From an optimization exercise on the open Yosys and OpenROAD flow, aimed at a short achievable clock period and few clock cycles; shortcuts taken in it are not production practice. In this exercise RTL edits were held to simulation tests only and were not proved equivalent to the original. Power and IR drop assume default switching activity.

### run.sh
#!/bin/bash
# synth_recipe.tcl (not shown) runs the flow's synth.tcl, then flattens the netlist and writes it again
# the make line also repeats each setting of config.mk as NAME=value (left out here)
make -C /OpenROAD-flow-scripts/flow DESIGN_CONFIG=/design/flow/config.mk WORK_HOME=/design/flow/orfs CLKGATE_MAP_FILE= SYNTH_SCRIPT=/design/flow/synth_recipe.tcl finish
### config.mk
export PLATFORM = sky130hd
export DESIGN_NAME = mipsCore
export DESIGN_NICKNAME = mipsCore
export VERILOG_FILES = /design/flow/design.v
export SDC_FILE = /design/flow/constraint.sdc
export NUM_CORES = 4
export LEC_CHECK = 0
export CAP_MARGIN = 20
export CORE_MARGIN = 2
export CORE_UTILIZATION = 40
export PLACE_DENSITY = 0.6
export SLEW_MARGIN = 20
### constraint.sdc
create_clock -name core_clock -period 6.5 [get_ports {clk}]
set_input_delay 1.3000 -clock core_clock [delete_from_list [all_inputs] [get_ports {clk}]]
set_output_delay 1.3000 -clock core_clock [all_outputs]
set_load 0.01 [all_outputs]
### design.v
`timescale 1ns/1ps
package mipsIsaPkg;
    typedef logic [4:0] regIdx_t;
    typedef struct packed {
        logic [5:0] opcode;
        regIdx_t    rs;
        regIdx_t    rt;
        regIdx_t    rd;
        logic [4:0] shamt;
        logic [5:0] funct;
    } instr_t;
    localparam logic [5:0] opRtype = 6'h00;
    localparam logic [5:0] opJ     = 6'h02;
    localparam logic [5:0] opBeq   = 6'h04;
    localparam logic [5:0] opBne   = 6'h05;
    localparam logic [5:0] opAddi  = 6'h08;
    localparam logic [5:0] opAndi  = 6'h0c;
    localparam logic [5:0] opOri   = 6'h0d;
    localparam logic [5:0] fnSll   = 6'h00;
    localparam logic [5:0] fnSrl   = 6'h02;
    localparam logic [5:0] fnAdd   = 6'h20;
    localparam logic [5:0] fnSub   = 6'h22;
    localparam logic [5:0] fnAnd   = 6'h24;
    localparam logic [5:0] fnOr    = 6'h25;
    localparam logic [5:0] fnXor   = 6'h26;
    localparam logic [5:0] fnSlt   = 6'h2a;
    typedef enum logic [2:0] {
        aluAdd, aluSub, aluAnd, aluOr, aluXor, aluSlt, aluSll, aluSrl
    } aluOp_t;
endpackage
`timescale 1ns/1ps
package mipsPipePkg;
    typedef struct packed {
        logic [2:0] aluOp;       
        logic   useImm;      
        logic   regWrite;
        logic   beq;
        logic   bne;
        logic   jump;
    } ctrl_t;
    typedef struct packed {
        logic                    valid;
        ctrl_t                   ctrl;
        logic [4:0]              rs;
        logic [4:0]              rt;
        logic [32-1:0] rsVal;
        logic [32-1:0] rtVal;
        logic [32-1:0] imm;       
        logic [4:0]              dest;
        logic [4:0]              shamt;
        logic [32-1:0] nextPc;    
        logic [25:0]             jumpIdx;
    } idEx_t;
    typedef struct packed {
        logic                    valid;
        logic [4:0]              dest;
        logic [32-1:0] data;
    } wbPort_t;
endpackage
`timescale 1ns/1ps
module fetchUnit (
    input  logic                    clk,
    input  logic                    rst_n,
    input  logic                    redirect,
    input  logic [32-1:0] redirectPc,
    input  mipsIsaPkg::instr_t      instr,
    output logic [32-1:0] instrAddr,
    output mipsIsaPkg::instr_t      ifInstr,
    output logic                    ifValid,
    output logic [32-1:0] ifNextPc
);
    logic [32-1:0] pc;
    logic [32-1:0] pcPlus4;
    assign pcPlus4   = pc + 32'(4);
    assign instrAddr = pc;
    always_ff @(posedge clk or negedge rst_n) begin
        if (!rst_n) begin
            pc      <= 32'h0000_0000;
            ifValid <= 1'b0;
        end else begin
            pc      <= redirect ? {redirectPc[32-1:2], 2'b00} : pcPlus4;
            ifValid <= !redirect;    
        end
    end
    always_ff @(posedge clk) begin
        ifInstr  <= instr;
        ifNextPc <= pcPlus4;
    end
endmodule
`timescale 1ns/1ps
module decodeUnit (
    input  logic                    clk,
    input  logic                    rst_n,
    input  mipsIsaPkg::instr_t      ifInstr,
    input  logic                    ifValid,
    input  logic [32-1:0] ifNextPc,
    input  logic                    redirect,
    output mipsIsaPkg::regIdx_t     rsAddr,
    output mipsIsaPkg::regIdx_t     rtAddr,
    input  logic [32-1:0] rsData,
    input  logic [32-1:0] rtData,
    output mipsPipePkg::idEx_t      idEx
);
    mipsPipePkg::ctrl_t                   ctrl;
    logic [15:0]             imm16;
    logic                    zeroExt;
    logic [32-1:0] immExt;
    mipsIsaPkg::regIdx_t                 dest;
    assign rsAddr = ifInstr.rs;
    assign rtAddr = ifInstr.rt;
    always_comb begin
        ctrl       = '0;     
        ctrl.aluOp = mipsIsaPkg::aluAdd;
        case (ifInstr.opcode)
            mipsIsaPkg::opRtype: begin
                ctrl.regWrite = 1'b1;
                case (ifInstr.funct)
                    mipsIsaPkg::fnAdd:   ctrl.aluOp = mipsIsaPkg::aluAdd;
                    mipsIsaPkg::fnSub:   ctrl.aluOp = mipsIsaPkg::aluSub;
                    mipsIsaPkg::fnAnd:   ctrl.aluOp = mipsIsaPkg::aluAnd;
                    mipsIsaPkg::fnOr:    ctrl.aluOp = mipsIsaPkg::aluOr;
                    mipsIsaPkg::fnXor:   ctrl.aluOp = mipsIsaPkg::aluXor;
                    mipsIsaPkg::fnSlt:   ctrl.aluOp = mipsIsaPkg::aluSlt;
                    mipsIsaPkg::fnSll:   ctrl.aluOp = mipsIsaPkg::aluSll;
                    mipsIsaPkg::fnSrl:   ctrl.aluOp = mipsIsaPkg::aluSrl;
                    default: ctrl.regWrite = 1'b0;
                endcase
            end
            mipsIsaPkg::opAddi: begin
                ctrl.useImm   = 1'b1;
                ctrl.regWrite = 1'b1;
            end
            mipsIsaPkg::opAndi: begin
                ctrl.aluOp    = mipsIsaPkg::aluAnd;
                ctrl.useImm   = 1'b1;
                ctrl.regWrite = 1'b1;
            end
            mipsIsaPkg::opOri: begin
                ctrl.aluOp    = mipsIsaPkg::aluOr;
                ctrl.useImm   = 1'b1;
                ctrl.regWrite = 1'b1;
            end
            mipsIsaPkg::opBeq:   ctrl.beq  = 1'b1;
            mipsIsaPkg::opBne:   ctrl.bne  = 1'b1;
            mipsIsaPkg::opJ:     ctrl.jump = 1'b1;
            default: ;
        endcase
    end
    assign imm16   = {ifInstr.rd, ifInstr.shamt, ifInstr.funct};
    assign zeroExt = (ifInstr.opcode == mipsIsaPkg::opAndi) || (ifInstr.opcode == mipsIsaPkg::opOri);
    assign immExt  = zeroExt ? {{(32-16){1'b0}}, imm16}
                             : {{(32-16){imm16[15]}}, imm16};
    assign dest    = (ifInstr.opcode == mipsIsaPkg::opRtype) ? ifInstr.rd : ifInstr.rt;
    always_ff @(posedge clk or negedge rst_n) begin
        if (!rst_n) begin
            idEx <= '0;
        end else begin
            idEx.valid   <= ifValid && !redirect;    
            idEx.ctrl    <= ctrl;
            idEx.rs      <= ifInstr.rs;
            idEx.rt      <= ifInstr.rt;
            idEx.rsVal   <= rsData;
            idEx.rtVal   <= rtData;
            idEx.imm     <= immExt;
            idEx.dest    <= dest;
            idEx.shamt   <= ifInstr.shamt;
            idEx.nextPc  <= ifNextPc;
            idEx.jumpIdx <= {ifInstr.rs, ifInstr.rt, ifInstr.rd, ifInstr.shamt, ifInstr.funct};
        end
    end
endmodule
`timescale 1ns/1ps
module regFile (
    input  logic                    clk,
    input  logic                    rst_n,
    input  mipsIsaPkg::regIdx_t     rsAddr,
    input  mipsIsaPkg::regIdx_t     rtAddr,
    output logic [32-1:0] rsData,
    output logic [32-1:0] rtData,
    input  mipsPipePkg::wbPort_t    wb
);
    logic [32-1:0] regs [32];
    assign rsData = (rsAddr == 5'd0)                    ? {32{1'b0}} :
                    (wb.valid && wb.dest == rsAddr)     ? wb.data : regs[rsAddr];
    assign rtData = (rtAddr == 5'd0)                    ? {32{1'b0}} :
                    (wb.valid && wb.dest == rtAddr)     ? wb.data : regs[rtAddr];
    always_ff @(posedge clk or negedge rst_n) begin
        if (!rst_n) begin
            for (int i = 0; i < 32; i++) begin
                regs[i] <= '0;
            end
        end else if (wb.valid && wb.dest != '0) begin
            regs[wb.dest] <= wb.data;
        end
    end
endmodule
`timescale 1ns/1ps
module executeUnit (
    input  logic                    clk,
    input  logic                    rst_n,
    input  mipsPipePkg::idEx_t      idEx,
    output mipsPipePkg::wbPort_t    wb,
    output logic                    redirect,
    output logic [32-1:0] redirectPc
);
    logic [32-1:0] opA;
    logic [32-1:0] opB;
    logic [32-1:0] aluB;
    logic [32-1:0] aluResult;
    logic                    operandsEq;
    logic                    taken;
    logic [32-1:0] branchTarget;
    logic [32-1:0] jumpTarget;
    assign opA  = (wb.valid && wb.dest == idEx.rs) ? wb.data : idEx.rsVal;
    assign opB  = (wb.valid && wb.dest == idEx.rt) ? wb.data : idEx.rtVal;
    assign aluB = idEx.ctrl.useImm ? idEx.imm : opB;
    always_comb begin
        case (idEx.ctrl.aluOp)
            mipsIsaPkg::aluAdd:  aluResult = opA + aluB;
            mipsIsaPkg::aluSub:  aluResult = opA - aluB;
            mipsIsaPkg::aluAnd:  aluResult = opA & aluB;
            mipsIsaPkg::aluOr:   aluResult = opA | aluB;
            mipsIsaPkg::aluXor:  aluResult = opA ^ aluB;
            mipsIsaPkg::aluSlt: begin
                aluResult = ($signed(opA) < $signed(aluB)) ? 32'(1) : '0;
            end
            mipsIsaPkg::aluSll:  aluResult = opB << idEx.shamt;    
            mipsIsaPkg::aluSrl:  aluResult = opB >> idEx.shamt;
            default: aluResult = '0;
        endcase
    end
    assign operandsEq = (opA == opB);
    assign taken      = idEx.valid && ((idEx.ctrl.beq && operandsEq) ||
                                       (idEx.ctrl.bne && !operandsEq) ||
                                       idEx.ctrl.jump);
    assign branchTarget = idEx.nextPc + {idEx.imm[32-3:0], 2'b00};
    assign jumpTarget   = {idEx.nextPc[32-1 -: 4], idEx.jumpIdx, 2'b00};
    assign redirect   = taken;    
    assign redirectPc = idEx.ctrl.jump ? jumpTarget : branchTarget;
    always_ff @(posedge clk or negedge rst_n) begin
        if (!rst_n) begin
            wb <= '0;
        end else begin
            wb.valid <= idEx.valid && idEx.ctrl.regWrite && (idEx.dest != '0);
            wb.dest  <= idEx.dest;
            wb.data  <= aluResult;
        end
    end
endmodule
`timescale 1ns/1ps
module mipsCore (
    input  logic                    clk,
    input  logic                    rst_n,
    input  logic [31:0]             instr,
    output logic [32-1:0] instrAddr,
    output logic                    wbValid,
    output logic [4:0]              wbDest,
    output logic [32-1:0] wbData
);
    mipsIsaPkg::instr_t                  ifInstr;
    logic                    ifValid;
    logic [32-1:0] ifNextPc;
    mipsIsaPkg::regIdx_t                 rsAddr;
    mipsIsaPkg::regIdx_t                 rtAddr;
    logic [32-1:0] rsData;
    logic [32-1:0] rtData;
    mipsPipePkg::idEx_t                   idEx;
    logic                    redirect;        
    logic [32-1:0] redirectPc;
    mipsPipePkg::wbPort_t                 wb;
    assign wbValid = wb.valid;
    assign wbDest  = wb.dest;
    assign wbData  = wb.data;
    fetchUnit i_fetch (
        .clk(clk), .rst_n(rst_n),
        .redirect(redirect), .redirectPc(redirectPc),
        .instr(instr), .instrAddr(instrAddr),
        .ifInstr(ifInstr), .ifValid(ifValid), .ifNextPc(ifNextPc)
    );
    decodeUnit i_decode (
        .clk(clk), .rst_n(rst_n),
        .ifInstr(ifInstr), .ifValid(ifValid), .ifNextPc(ifNextPc),
        .redirect(redirect),
        .rsAddr(rsAddr), .rtAddr(rtAddr), .rsData(rsData), .rtData(rtData),
        .idEx(idEx)
    );
    regFile i_regFile (
        .clk(clk), .rst_n(rst_n),
        .rsAddr(rsAddr), .rtAddr(rtAddr), .rsData(rsData), .rtData(rtData),
        .wb(wb)
    );
    executeUnit i_execute (
        .clk(clk), .rst_n(rst_n),
        .idEx(idEx), .wb(wb),
        .redirect(redirect), .redirectPc(redirectPc)
    );
endmodule
==> flow_summary.json <==
{
  "drc": 0,
  "tightest_slew_ns": 1.32,
  "cts_setup_buffers": 0,
  "vias": 59900,
  "synth_flop_cell": "dfrtp_1",
  "synth_warnings": 5,
  "crit_fanout": 27,
  "whs_ns": 0.315,
  "clockRootBuffer": "clkbuf_16",
  "synthCells": 6084,
  "synth_area_um2": 67700,
  "place_congestion": 1.01,
  "min_period_over_period": 0.899,
  "maxCapViolCount": 0,
  "slowest_stage": "nand3_4",
  "grt_use_total": 0.356,
  "synth-async-reset-ratio": 0.951,
  "placed_area_um2": 72000,
  "grt_max_degree": 168,
  "rows": 150,
  "first_global_vias": 58000,
  "crit_type": "reg -> reg",
  "cts_inserted_buffers": 142,
  "start_kind": "flop",
  "ctsHoldBuffers": 0,
  "cpMostUsedCell": "buf_4",
  "drive_gt1_frac": 0.281,
  "nNetsFinal": 6161,
  "io_buffers": 101,
  "grt-ovfl-total": 0,
  "finClkSkew_ns": 0.0412,
  "hold_violations": 0,
  "grt_pass1_wl_um": 442000,
  "initialDrtViolationCount": 10500,
  "setup_ws_ns": 0.654,
  "dieArea_um2": 173000,
  "irDropWorstVdd_mv": 0.237,
  "crit_chain": "buf_4 -> xor2_1 -> nor4_2 -> nand3_4 -> mux2i_1 -> nand2_1 -> a21boi_0 -> inv_1 -> fa_1 -> nor2b_1 -> o21ai_0 -> a21o_1 -> a31oi_1 -> a21oi_1 -> o41ai_1 -> buf_4 -> or2_2 -> a221o_1 -> a2111oi_0 -> or3_1 -> a211o_1",
  "rsz0062_at_grt": "no",
  "cts_tree": "built",
  "antenna_found_initial": 17,
  "timing.fmax_mhz": 171,
  "critPathMaxStageDelay_ns": 0.47,
  "synth.avg_cell_area_um2": 11.1,
  "die_w_um": 415,
  "cts_sinks": 1258,
  "cp.required_ns": 7.20,
  "drt_pass1_iterations": 13,
  "viasPerCell": 7.19,
  "die_h_um": 415,
  "synth-edff-count": 0,
  "path_clk_slew_ns": 0.06,
  "period_needed_ns": 5.85,
  "routed_wl_um": 316000,
  "fillers": 15300,
  "synth_top_area_cell": "dfrtp_1",
  "start_util": 0.404,
  "ctsResizeCount": 0,
  "yosysSeqAreaShare": 0.461,
  "final_antenna_net_count": 0,
  "hold_path_class": "reg -> reg",
  "endpoint_kind": "flop",
  "crit_arrival_ns": 6.54,
  "coreArea_um2": 168000,
  "synth_seq_cells": 1258,
  "synthTopCellsByArea": "dfrtp_1 44%, mux2_2 17%, a22oi_1 6.9%",
  "synthToLayoutAreaGrowth_pct": 13.7,
  "ctsLongestPathBuffers": 3,
  "clock_latency_ns": 0.82,
  "synth_cell_types": 76,
  "final_max_slew_viol_count": 0,
  "cts_max_level": 4,
  "setup_viol": 0,
  "fin_tns_setup_ns": 0,
  "dp_slack_ns": 0.775,
  "max-slew-margin-rel": 0.115,
  "route.detailed.wl_per_inst_um": 37.9,
  "leakage_uw": 0.0347,
  "status": "finished clean",
  "io_pins": 104,
  "synth.top_cell.area_share": 0.442,
  "final_area_um2": 76900,
  "powerDensity_nw_per_um2": 258,
  "dp_hpwl_um": 190000
}
## registers in the layout, summed over array words and instances (netlist names)
register,flops
i_decode.idEx,135
i_fetch.ifNextPc,30
i_regFile.regs,992
i_fetch.pc,30
i_fetch.ifInstr,32
i_fetch.ifValid,1
i_execute.wb,38
## critical path: cells and delay by family, from the launching register on
family                   cells  cell delay (ns)
AO/OA/AOI/OAI                9             2.27
XOR/XNOR                     1             0.17
adder cells (fa/ha/maj)      1             0.43
buffers and inverters        3             0.58
flip-flops                   1             0.38
multiplexers                 1             0.34
AND/OR/NAND/NOR              6             1.54
## layout by cell type, fill, tap and decap left out, types with 46 or more instances in the layout
cell and instances:
clkbuf_16 145, dfxtp_1 60, nand3_1 119, nor3_1 49, dfrtp_1 1193, nand2_1 167, nor2_1 210, xor2_1 60
buf_4 234, ha_1 126, xnor2_1 74, inv_1 122, o21ai_0 184, nor4_1 46, mux2i_1 141, a22oi_1 626
nand4_1 153, nor2_4 71, clkdlybuf4s50_1 100, a21oi_1 201, a222oi_1 64, mux2_2 1048, a22o_1 124, a221oi_1 191
## cells in the mapped netlist (45+ instances only)
cell and number:
dfrtp_1 1196, mux2_2 1048, a22oi_1 626, clkbuf_1 502, nor2_1 281, a21oi_1 201
a221oi_1 191, o21ai_0 184, nand2_1 176, nand4_1 153, mux2i_1 141, ha_1 126
a22o_1 124, inv_1 122, nand3_1 122, xnor2_1 74, a222oi_1 64, dfxtp_1 62
nor4_1 62, xor2_1 60, buf_1 59, nor3_1 58, o22ai_1 45
## metal layers
layer | up-vias | share of wire | GRT usage | routed length [um]
met5 | - | 0.0011 | 0.00389 | 338
met4 | 37 | 0.084 | 0.231 | 26500
met3 | 1726 | 0.15 | 0.164 | 46900
met2 | 4963 | 0.41 | 0.505 | 128000
met1 | 30100 | 0.36 | 0.433 | 113000
li1 | 23100 | - | - | -
## where the power goes
group          internal, uW  leakage [uW]  switching (uW)  total (uW)
clock                  4860       0.00237            3530        8390
combinational          1090        0.0154            1760        2860
sequential             8280        0.0169             354        8630
## final timing paths
kind,from,endpoint,slack [ns],depth (start not counted)
min reg2reg,i_fetch.ifNextPc[29],i_decode.idEx[55],0.32,0
max in group asynchronous,rst_n,i_decode.idEx[100],4.36,2
max,i_execute.wb[35],i_execute.wb[28],0.65,21
min,i_fetch.ifNextPc[29],i_decode.idEx[55],0.32,0
min in group asynchronous,rst_n,i_regFile.regs[30][30],0.46,1
max reg2reg,i_execute.wb[35],i_execute.wb[28],0.65,21
## stage by stage
step                total power (uW)  instances  utilization
finish                         19900       8325        0.459
detailed placement             11500       8057        0.429
floorplan                      10300       6085            -
global route                   20500       8318        0.459
global placement               11500       8056        0.429
CTS                            19900       8315        0.458
## final cells by class
| cell class | count | area [um^2] | area share |
|---|---|---|---|
| diodes | 9 | 22.5 | 0.000293 |
| clock buffers | 200 | 4130 | 0.0536 |
| clock inverters | 58 | 699 | 0.00909 |
| inverters | 125 | 469 | 0.00610 |
| multi-input cells | 4122 | 34600 | 0.450 |
| flip-flops and latches | 1258 | 31200 | 0.405 |
| well taps | 2204 | 2760 | 0.0358 |
| repair buffers | 349 | 3070 | 0.0398 |
## kinds of logic after synthesis
logic type                 Yosys count  share of synthesized area
DFF                               1258                      0.461
muxes                             1233                      0.210
and+or+nand+nor                    973                     0.0704
AOI/OAI and AO/OA                 1651                      0.178
buffers and inverters              705                     0.0399
adders and majority gates          129                     0.0242
xor gates and xnor gates           134                     0.0173
other                                1                  0.0000554
Testbench counts, summed over its fixed seeds: cycles 30,128.

[what the ideal ports hide]
How much do the figures lean on ideal ports? The routed layout below was timed once more, with nothing changed but the port constraints.
Step 1, drivers: a clkbuf_16 drives clk and a buf_2 each remaining input, both assumed.
Step 2 adds t to the input delays and takes it off the output delays; t is the mean of the earliest and latest rising clock arrival at the registers after step 1. Input paths then give back, and output paths get back, about the clock's delay inside the block.
Three values: ideal, step 1, step 2; two values: the first two.
t, ns: 0.891
setup slack, ns: 0.654 / 0.654 / 0.654
slew at the worst register clock pin (ns): 0.07 / 0.07
worst slew at a driven data input, ns: 0.09
pins driven straight from the clock port: 1
After both steps setup and hold are still met in this run. The setup slack of this run moves by 0.000 ns with the drivers and by 0.000 ns with both steps.
